From an optimization exercise on the open Yosys and OpenROAD flow, aimed at small area, a short achievable clock period and few clock cycles per item; shortcuts taken in it are not production practice. Function was checked by simulation only, so behaviour that the tests miss may differ from the original. Power is estimated from default activity; no workload was simulated.

==> 03-10 <==
==> flow/design.v (excerpt) <==
module sprite_square_expand_cull_core (
  input  logic                            clk_i,
  input  logic                            rst_ni,
  input  logic                            cfg_we_i,
  input  logic [ssec_pkg::CfgIdxW-1:0]    cfg_idx_i,
  input  logic [ssec_pkg::CfgW-1:0]       cfg_wdata_i,
  input  logic                            s_axis_tvalid,
  output logic                            s_axis_tready,
  input  logic [ssec_pkg::InDataW-1:0]    s_axis_tdata,
  input  logic [ssec_pkg::ActionW-1:0]    s_axis_tuser,
  output logic                            m_axis_tvalid,
  input  logic                            m_axis_tready,
  output logic [ssec_pkg::OutDataW-1:0]   m_axis_tdata,
  output logic                            m_axis_tlast
);
  localparam int SPRITE_SLOTS = ssec_pkg::SPRITE_SLOTS;
  localparam int BANK_SLOTS   = ssec_pkg::SQUARE_SLOTS / 2;
  localparam int CoordW       = 20;
  localparam int QD           = 8;
  logic [5:0]  in_id;
  ...
Settings: LEC_CHECK=0, ABC_CLOCK_PERIOD_IN_PS=3000, CAP_MARGIN=20, CORE_MARGIN=2, CORE_UTILIZATION=62, CTS_CLUSTER_DIAMETER=100, CTS_CLUSTER_SIZE=24, SETUP_SLACK_MARGIN=3.0, SLEW_MARGIN=20, SYNTH_MEMORY_MAX_BITS=16384; clock period 6.5 ns.
run.sh (not shown) runs the stock make flow with config.mk's settings and CLKGATE_MAP_FILE= SYNTH_SCRIPT=/design/flow/synth_recipe.tcl, a recipe that flattens the netlist after the stock synthesis.
==> inputs of 03-21, as changes to 03-10 <==
--- a/flow/design.v
+++ b/flow/design.v
@@ -232,60 +232,74 @@
   assign in_py  = {{(CoordW-16){in_pos_y[15]}}, in_pos_y};
   assign in_ax0 = in_flip ? (in_px + nlim_x_q) : (-20'sd16 - in_px);
   assign in_bx0 = in_flip ? in_px : ($signed({7'd0, lim_x_q}) - in_px);
   assign in_pb0 = in_flip ? (in_px - 20'sd16) : in_px;
   assign in_ay  = -20'sd16 - in_py;
   assign in_by  = $signed({7'd0, lim_y_q}) - in_py;
   logic        lo_any_y_q, hi_any_y_q, none_y_q;
   logic [11:0] ay_q, by_q;
-  logic [11:0] axl_q, bxl_q;
-  logic [15:0] pb0_q;
+  logic [11:0] axl_q, bxl_q, nbxl_q;
+  logic [11:0] pb0_q;
+  logic [3:0]  pbh_q [4];           
+  logic [3:0]  pyh1_q;              
   logic [1:0]  axn_q, axz_q, axp_q, bxn_q, bxz_q, bxp_q;    
   logic [7:0]  in_axh, in_bxh;
   assign in_axh = in_ax0[CoordW-1:12];
   assign in_bxh = in_bx0[CoordW-1:12];
   always_ff @(posedge clk_i) begin
     if (push_acc) begin
       axl_q      <= in_ax0[11:0];
       bxl_q      <= in_bx0[11:0];
-      pb0_q      <= in_pb0[15:0];
+      nbxl_q     <= 12'd0 - in_bx0[11:0];
+      pb0_q      <= in_pb0[11:0];
+      pbh_q[0]   <= in_pb0[15:12] - 4'd1;
+      pbh_q[1]   <= in_pb0[15:12];
+      pbh_q[2]   <= in_pb0[15:12] + 4'd1;
+      pbh_q[3]   <= in_pb0[15:12] + 4'd2;
+      pyh1_q     <= in_pos_y[15:12] + 4'd1;
       axn_q      <= {(in_axh[7] && in_axh != 8'hff), in_axh[7]};
       axz_q      <= {(in_axh == 8'hff), (in_axh == 8'h00)};
       axp_q      <= {!in_axh[7], (!in_axh[7] && in_axh != 8'h00)};
       bxn_q      <= {(in_bxh[7] && in_bxh != 8'hff), in_bxh[7]};
       bxz_q      <= {(in_bxh == 8'hff), (in_bxh == 8'h00)};
       bxp_q      <= {!in_bxh[7], (!in_bxh[7] && in_bxh != 8'h00)};
       lo_any_y_q <= in_ay[CoordW-1];
       hi_any_y_q <= !in_by[CoordW-1] && (in_by[CoordW-2:12] != '0);
       none_y_q   <= (!in_ay[CoordW-1] && ((in_ay[CoordW-2:12] != '0) || (in_ay[11:0] == 12'hfff))) ||
                     in_by[CoordW-1] || (in_by == '0);
       ay_q       <= in_ay[11:0];
       by_q       <= in_by[11:0];
     end
   end
   logic [11:0] wadd, axs, bxs;
-  logic [15:0] pbx;
+  logic [11:0] pbx;
+  logic        pbc;
+  logic [3:0]  pxh0, pxh1;
   logic        axc, bxc;
   logic        lo_any_x, hi_any_x, none_x;
   assign wadd       = flip_q ? width_q : 12'd0;
   assign {axc, axs} = {1'b0, axl_q} + {1'b0, wadd};
   assign {bxc, bxs} = {1'b0, bxl_q} + {1'b0, wadd};
-  assign pbx        = pb0_q + {4'd0, wadd};
+  assign {pbc, pbx} = {1'b0, pb0_q} + {1'b0, wadd};
+  assign pxh0 = flip_q ? pbh_q[{1'b0, pbc}] : pbh_q[{1'b0, pbc} + 2'd1];
+  assign pxh1 = flip_q ? pbh_q[{1'b0, pbc} + 2'd1] : pbh_q[{1'b0, pbc} + 2'd2];
   assign lo_any_x = axn_q[axc];
   assign hi_any_x = bxp_q[bxc];
-  assign none_x   = axp_q[axc] || (axz_q[axc] && (axs == 12'hfff)) ||
-                    bxn_q[bxc] || (bxz_q[bxc] && (bxs == 12'd0));
+  assign none_x   = axp_q[axc] || (axz_q[axc] && (wadd == ~axl_q)) ||
+                    bxn_q[bxc] || (bxz_q[bxc] && (wadd == nbxl_q));
   logic        e_b_q, e_end_q, e_flip_q, e_none_q;
   logic        e_lax_q, e_lay_q, e_hax_q, e_hay_q;
   logic [11:0] e_ax_q, e_ay_q, e_bx_q, e_by_q;
   logic        e_par_q;                  
   logic [23:0] e_ev_q, e_od_q;           
   logic [7:0]  e_idev_q, e_idod_q, e_layer_q;
-  logic [15:0] e_px_q, e_py_q;
+  logic [11:0] e_px_q;
+  logic [15:0] e_py_q;
+  logic [3:0]  e_pxh0_q, e_pxh1_q, e_pyh1_q;
   always_ff @(posedge clk_i or negedge rst_ni) begin
     if (!rst_ni) begin
       e_vld_q <= 1'b0;
     end else begin
       e_vld_q <= issue;
     end
   end
   always_ff @(posedge clk_i) begin
@@ -294,34 +308,43 @@
     e_par_q   <= sq_q[0];
     e_ev_q    <= ev_rd;
     e_od_q    <= od_rd;
     e_idev_q  <= sq_q[0] ? sq_q + 8'd1 : sq_q;
     e_idod_q  <= sq_q[0] ? sq_q : sq_q + 8'd1;
     e_layer_q <= layer_q;
     e_flip_q  <= flip_q;
     e_px_q    <= pbx;
+    e_pxh0_q  <= pxh0;
+    e_pxh1_q  <= pxh1;
+    e_pyh1_q  <= pyh1_q;
     e_py_q    <= py0_q;
     e_none_q  <= none_x || none_y_q;
     e_lax_q   <= lo_any_x;
     e_lay_q   <= lo_any_y_q;
     e_hax_q   <= hi_any_x;
     e_hay_q   <= hi_any_y_q;
     e_ax_q    <= axs;
     e_ay_q    <= ay_q;
     e_bx_q    <= bxs;
     e_by_q    <= by_q;
   end
   logic [15:0] x_ev, y_ev, x_od, y_od;
   logic        in_ev, in_od, vis_a, vis_b;
   logic [48:0] word_ev, word_od, wb;
-  assign x_ev = e_flip_q ? (e_px_q - {4'd0, e_ev_q[11:0]}) : (e_px_q + {4'd0, e_ev_q[11:0]});
-  assign y_ev = e_py_q + {4'd0, e_ev_q[23:12]};
-  assign x_od = e_flip_q ? (e_px_q - {4'd0, e_od_q[11:0]}) : (e_px_q + {4'd0, e_od_q[11:0]});
-  assign y_od = e_py_q + {4'd0, e_od_q[23:12]};
+  logic [11:0] xl_ev, yl_ev, xl_od, yl_od;
+  logic        xc_ev, yc_ev, xc_od, yc_od;
+  assign {xc_ev, xl_ev} = {1'b0, e_px_q} + {1'b0, e_flip_q ? ~e_ev_q[11:0] : e_ev_q[11:0]} + 13'(e_flip_q);
+  assign {xc_od, xl_od} = {1'b0, e_px_q} + {1'b0, e_flip_q ? ~e_od_q[11:0] : e_od_q[11:0]} + 13'(e_flip_q);
+  assign {yc_ev, yl_ev} = {1'b0, e_py_q[11:0]} + {1'b0, e_ev_q[23:12]};
+  assign {yc_od, yl_od} = {1'b0, e_py_q[11:0]} + {1'b0, e_od_q[23:12]};
+  assign x_ev = {xc_ev ? e_pxh1_q : e_pxh0_q, xl_ev};
+  assign x_od = {xc_od ? e_pxh1_q : e_pxh0_q, xl_od};
+  assign y_ev = {yc_ev ? e_pyh1_q : e_py_q[15:12], yl_ev};
+  assign y_od = {yc_od ? e_pyh1_q : e_py_q[15:12], yl_od};
   assign in_ev = !e_none_q &&
                  (e_lax_q || (e_ev_q[11:0] > e_ax_q)) && (e_hax_q || (e_ev_q[11:0] < e_bx_q)) &&
                  (e_lay_q || (e_ev_q[23:12] > e_ay_q)) && (e_hay_q || (e_ev_q[23:12] < e_by_q));
   assign in_od = !e_none_q &&
                  (e_lax_q || (e_od_q[11:0] > e_ax_q)) && (e_hax_q || (e_od_q[11:0] < e_bx_q)) &&
                  (e_lay_q || (e_od_q[23:12] > e_ay_q)) && (e_hay_q || (e_od_q[23:12] < e_by_q));
   assign vis_a = e_vld_q && (e_par_q ? in_od : in_ev);
   assign vis_b = e_vld_q && e_b_q && (e_par_q ? in_ev : in_od);
Settings changed: CORE_UTILIZATION 62 to 70.
==> qor summary <==
metric                                                                     03-21              03-10
Run status                                            complete, but fails checks     finished clean
Layout check failures                                                 slew limit                  -
Number of enable flip-flop cells after synthesis                            8465               8440
Clock group                                                             0.0286 W           0.0285 W
Internal power                                                         0.08686 W          0.08505 W
End of the critical path                                       e_ev_q[6]$_DFF_P_  e_ev_q[1]$_DFF_P_
Final standard cell utilization of the core                               77.10%             68.61%
Total vias in the final route                                             180416             177414
Clock distribution area overhead in the final layout                      3.003%             2.979%
Buffers outside the clock class                                             1200               1273
Critical path buffer and inverter count                                        7                  5
Number of nets in the finished design                                      17087              17305
Wire length on met1                                                     325.4 mm           361.3 mm
HPWL after detailed placement                                           547.5 mm           588.7 mm
Total combinational power                                               0.0283 W           0.0248 W
Simple-gate area share of the yosys netlist                               2.552%             2.718%
Critical R2R Capture                                           e_ev_q[6]$_DFF_P_  e_ev_q[1]$_DFF_P_
Cell area reported after detailed placement                           353100 um2         354900 um2
Switching portion of total power                                          28.04%             27.29%
Total number of yosys warnings                                                 2                  1
Fin crit share                                                            56.49%             57.66%
Fin area                                                              372000 um2         373800 um2
Number of max-slew violations in the final report                            127                  0
Inverter count                                                               137                153
Wire length on met2                                                     466.4 mm           467.5 mm
Met1 GRT Util                                                             56.22%             51.83%
Testbench counts of 03-10, summed over its fixed seeds: cycles 27,764, squares 25,595.
Testbench counts of 03-21, summed over its fixed seeds: cycles 27,764, squares 25,595.

==> try-ember <==
Another version of the RTL of sprite_square_expand_cull_core (not shown whole).
Settings: LEC_CHECK=0, ABC_CLOCK_PERIOD_IN_PS=3000, CAP_MARGIN=20, CORE_MARGIN=2, CORE_UTILIZATION=45, CTS_CLUSTER_DIAMETER=100, CTS_CLUSTER_SIZE=24, SETUP_SLACK_MARGIN=3.0, SLEW_MARGIN=20, SYNTH_MEMORY_MAX_BITS=16384; clock period 6.5 ns.
==> inputs of try-tundra, as changes to try-ember <==
--- a/flow/design.v
+++ b/flow/design.v
@@ -54,13 +54,13 @@
   output logic [ssec_pkg::OutDataW-1:0]   m_axis_tdata,
   output logic                            m_axis_tlast
 );
   localparam int SPRITE_SLOTS = ssec_pkg::SPRITE_SLOTS;
   localparam int BANK_SLOTS   = ssec_pkg::SQUARE_SLOTS / 2;
   localparam int CoordW       = 20;
-  localparam int QD           = 8;
+  localparam int QD           = 10;
   logic [5:0]  in_id;
   logic [15:0] in_pos_x, in_pos_y;
   logic [7:0]  in_layer;
   logic        in_flip;
   logic [11:0] in_width;
   logic [7:0]  in_base;
@@ -156,18 +156,20 @@
   logic [7:0]  sq_q;        
   logic [6:0]  oa_q, ea_q;
   logic [15:0] py0_q;
   logic [11:0] width_q;
   logic [7:0]  layer_q;
   logic        flip_q;
-  logic        issue, last_issue, credit_q;
+  logic        issue, last_issue, credit;
   logic        hdrw_q, e_vld_q;
   logic [QD-1:0] q_th_q, q_th_d;    
-  logic busy_d, hdrw_d, credit_d, drained_d, ready_q, ready_d, last_d;
+  logic          deq;               
+  logic busy_d, hdrw_d, credit_n, drained_n, ready_q, ready_d, last_d;
   assign last_issue    = (rem_q[5:1] == 5'd0);           
-  assign issue         = busy_q && credit_q;
+  assign credit        = e_vld_q ? !q_th_q[QD-4] : !q_th_q[QD-2];
+  assign issue         = busy_q && credit;
   assign s_axis_tready = ready_q;
   assign in_acc        = s_axis_tvalid && ready_q;
   always_comb begin
     busy_d = busy_q;
     last_d = last_issue;
     hdrw_d = hdrw_q;
@@ -177,25 +179,34 @@
     end else if (issue) begin
       if (last_issue) busy_d = 1'b0;
       last_d = (rem_q[5:2] == 4'd0);                    
     end
     if (in_acc) hdrw_d = (s_axis_tuser == 2'd1);
   end
-  assign credit_d  = issue ? !q_th_d[QD-4] : !q_th_d[QD-2];
-  assign drained_d = !busy_d && !issue && !q_th_d[0];
-  assign ready_d   = (!busy_d || (credit_d && last_d)) && (!hdrw_d || drained_d);
+  always_comb begin
+    case ({issue, e_vld_q, deq})
+      3'b000:  credit_n = !q_th_q[QD-2];
+      3'b001:  credit_n = !q_th_q[QD-1];
+      3'b010:  credit_n = !q_th_q[QD-4];
+      3'b011:  credit_n = !q_th_q[QD-3];
+      3'b100:  credit_n = !q_th_q[QD-4];
+      3'b101:  credit_n = !q_th_q[QD-3];
+      3'b110:  credit_n = !q_th_q[QD-6];
+      default: credit_n = !q_th_q[QD-5];
+    endcase
+  end
+  assign drained_n = !busy_d && !issue && !e_vld_q && (deq ? !q_th_q[1] : !q_th_q[0]);
+  assign ready_d   = !push_acc && (!busy_d || (credit_n && last_d)) && (!hdrw_d || drained_n);
   always_ff @(posedge clk_i or negedge rst_ni) begin
     if (!rst_ni) begin
       busy_q   <= 1'b0;
       hdrw_q   <= 1'b0;
-      credit_q <= 1'b1;
       ready_q  <= 1'b1;
     end else begin
       busy_q   <= busy_d;
       hdrw_q   <= hdrw_d;
-      credit_q <= credit_d;
       ready_q  <= ready_d;
     end
   end
   always_ff @(posedge clk_i) begin
     if (push_acc) begin
       rem_q   <= hdr_cm1;
@@ -315,70 +326,77 @@
   assign vis_a = e_vld_q && (e_par_q ? in_od : in_ev);
   assign vis_b = e_vld_q && e_b_q && (e_par_q ? in_ev : in_od);
   assign word_ev = {e_flip_q, e_idev_q, e_layer_q, y_ev, x_ev};
   assign word_od = {e_flip_q, e_idod_q, e_layer_q, y_od, x_od};
   assign wb      = e_par_q ? word_ev : word_od;
   logic [QD-1:0][48:0] q_word_q;
-  logic [QD-1:0]       q_last_q;
-  logic [QD-1:0]       q_wr_q, q_rd_q, q_wr1, q_wrm1;
+  logic [QD-1:0]       q_last_q, q_ok_q;
+  logic [QD-1:0]       q_wr_q, q_rd_q, q_wr1, q_wrm1, q_rd1, q_sel;
   logic                tail_open_q;
-  logic                any_vis, two_vis, retro;
-  logic [48:0]         w0;
-  logic                w0_last, deq, o_vld_q, o_free;
-  assign any_vis = vis_a || vis_b;
-  assign two_vis = vis_a && vis_b;
-  assign w0      = (vis_a ^ e_par_q) ? word_ev : word_od;
-  assign w0_last = e_end_q && !two_vis;
-  assign retro   = e_vld_q && e_end_q && !any_vis && tail_open_q;
-  assign q_wr1   = {q_wr_q[QD-2:0], q_wr_q[QD-1]};
-  assign q_wrm1  = {q_wr_q[0], q_wr_q[QD-1:1]};
-  assign o_free  = !o_vld_q || m_axis_tready;
-  assign deq     = o_free && q_th_q[0] && (!tail_open_q || q_th_q[1]);
+  logic                any_vis, retro, head_hole, o_vld_q, o_free;
+  logic [48:0]         wa;
+  assign any_vis   = vis_a || vis_b;
+  assign wa        = e_par_q ? word_od : word_ev;
+  assign retro     = e_vld_q && e_end_q && !any_vis && tail_open_q;
+  assign q_wr1     = {q_wr_q[QD-2:0], q_wr_q[QD-1]};
+  assign q_wrm1    = {q_wr_q[0], q_wr_q[QD-1:1]};
+  assign q_rd1     = {q_rd_q[QD-2:0], q_rd_q[QD-1]};
+  assign o_free    = !o_vld_q || m_axis_tready;
+  assign head_hole = |(q_rd_q & ~q_ok_q);
+  assign q_sel     = (q_rd_q & q_ok_q) | (q_rd1 & ~{q_ok_q[QD-2:0], q_ok_q[QD-1]});
+  assign deq       = o_free && (head_hole ? (q_th_q[1] && (!tail_open_q || q_th_q[2]))
+                                          : (q_th_q[0] && (!tail_open_q || q_th_q[1])));
   always_comb begin
     q_th_d = q_th_q;
-    case ({any_vis, two_vis, deq})
-      3'b001:  q_th_d = {1'b0, q_th_q[QD-1:1]};
-      3'b100:  q_th_d = {q_th_q[QD-2:0], 1'b1};
-      3'b110:  q_th_d = {q_th_q[QD-3:0], 2'b11};
-      3'b111:  q_th_d = {q_th_q[QD-2:0], 1'b1};
+    case ({vis_b, vis_a && !vis_b, deq, head_hole})
+      4'b0010: q_th_d = {1'b0, q_th_q[QD-1:1]};
+      4'b0011: q_th_d = {2'b0, q_th_q[QD-1:2]};
+      4'b0100: q_th_d = {q_th_q[QD-2:0], 1'b1};
+      4'b0101: q_th_d = {q_th_q[QD-2:0], 1'b1};
+      4'b0111: q_th_d = {1'b0, q_th_q[QD-1:1]};
+      4'b1000: q_th_d = {q_th_q[QD-3:0], 2'b11};
+      4'b1001: q_th_d = {q_th_q[QD-3:0], 2'b11};
+      4'b1010: q_th_d = {q_th_q[QD-2:0], 1'b1};
       default: q_th_d = q_th_q;
     endcase
   end
   always_ff @(posedge clk_i or negedge rst_ni) begin
     if (!rst_ni) begin
       q_wr_q      <= QD'(1);
       q_rd_q      <= QD'(1);
       q_th_q      <= '0;
       tail_open_q <= 1'b0;
     end else begin
-      if (two_vis)      q_wr_q <= {q_wr1[QD-2:0], q_wr1[QD-1]};
-      else if (any_vis) q_wr_q <= q_wr1;
-      if (deq) q_rd_q <= {q_rd_q[QD-2:0], q_rd_q[QD-1]};
+      if (vis_b)      q_wr_q <= {q_wr1[QD-2:0], q_wr1[QD-1]};
+      else if (vis_a) q_wr_q <= q_wr1;
+      if (deq) q_rd_q <= head_hole ? {q_rd1[QD-2:0], q_rd1[QD-1]} : q_rd1;
       q_th_q <= q_th_d;
       if (any_vis)                 tail_open_q <= !e_end_q;
       else if (e_vld_q && e_end_q) tail_open_q <= 1'b0;
     end
   end
   for (genvar i = 0; i < QD; i++) begin : g_q
     always_ff @(posedge clk_i) begin
       if (e_vld_q && q_wr_q[i]) begin
-        q_word_q[i] <= w0;
-        q_last_q[i] <= w0_last;
+        q_word_q[i] <= wa;
+        q_last_q[i] <= e_end_q && !vis_b;
+        q_ok_q[i]   <= vis_a;
       end else if (e_vld_q && q_wr1[i]) begin
         q_word_q[i] <= wb;
         q_last_q[i] <= e_end_q;
+        q_ok_q[i]   <= 1'b1;
       end else if (retro && q_wrm1[i]) begin
         q_last_q[i] <= 1'b1;
       end
     end
   end
   logic [49:0] o_q, q_head;
   always_comb begin
     q_head = '0;
     for (int i = 0; i < QD; i++) begin
-      q_head = q_head | ({q_last_q[i], q_word_q[i]} & {50{q_rd_q[i]}});
+      q_head = q_head | ({q_last_q[i], q_word_q[i]} & {50{q_sel[i]}});
     end
   end
   always_ff @(posedge clk_i or negedge rst_ni) begin
     if (!rst_ni) begin
       o_vld_q <= 1'b0;
     end else if (o_free) begin
Settings changed: CORE_UTILIZATION 45 to 62.
==> key figures <==
Synthesis
  – Cell count after synthesis: 16000
  – FF+latch count, synth: 8721

Setup path
  – R2R depth: 14
  – Reg2reg start: width_q[1]

Global routing
  – Met2 Use GR: 41.1%
  – First-pass GRT wire length: 1390000 um
  – Initial antenna violation count: 136

Drt
  – Met3 wire len: 106000 um

Floorplanning
  – Core Area: 750000 sq um

Final layout
  – Antenna diodes: 133
  – Area Overhead vs Synth: 11.1%
  – Storage cell area: 260000 sq um

Power and ir drop
  – Logic pwr share: 13.4%
  – Seq power: 0.0627 W

Place
  – Placement Cell Area: 358000 sq um

Status
  – Outcome: no timing/DRC/antenna violations

Clock tree
  – Clock Latency Late Sink: 1.17 ns
(the above is from try-ember)
==> key figures <==
Status
  – Outcome: no timing/DRC/antenna violations

Global routing
  – First-pass GRT wire length: 1400000 um
  – Met2 Use GR: 54.5%

Place
  – Placement Cell Area: 361000 sq um

Synthesis
  – Cell count after synthesis: 16700
  – FF+latch count, synth: 8836

Drt
  – Met3 wire len: 134000 um

Setup path
  – R2R depth: 15
  – Reg2reg start: e_od_q[4]

Clock tree
  – Clock Latency Late Sink: 1.13 ns

Power and ir drop
  – Seq power: 0.0645 W

Final layout
  – Area Overhead vs Synth: 10.7%
  – Antenna diodes: 67

Floorplanning
  – Core Area: 553000 sq um
(the above is from try-tundra)
Testbench counts of try-ember, summed over its fixed seeds: cycles 27,568, squares 25,595.
Testbench counts of try-tundra, summed over its fixed seeds: cycles 27,260, squares 25,595.

## afterwards: timing with drivers on the ports
In the flow no input, the clock included, has a driving cell. The finished layouts below were timed again as built, in two steps. Step 1, drivers: a clkbuf_16 drives clk_i and a buf_2 each remaining input, both assumed. Step 2 moves the port delays by t, midway between the first and last clock arrival at a register: inputs arrive t later, outputs are due t later. That takes back most of the time a late clock gives input paths. Three values: no drivers, after step 1, after step 2; two values: the first two.
run | shift t [ns] | setup WS [ns] | clock arrival spread, ns
03-10 | 1.218 | 2.752 / 2.752 / 1.761 | 0.098 / 0.097
03-21 | 1.217 | 2.828 / 2.828 / 1.858 | 0.095 / 0.094
try-ember | 1.246 | 2.750 / 2.750 / 1.695 | 0.127 / 0.126
try-tundra | 1.195 | 2.681 / 2.681 / 1.534 | 0.127 / 0.127
For try-tundra, which loses most, drivers alone change the setup slack by 0.000 ns; drivers and shift together by -1.147 ns.
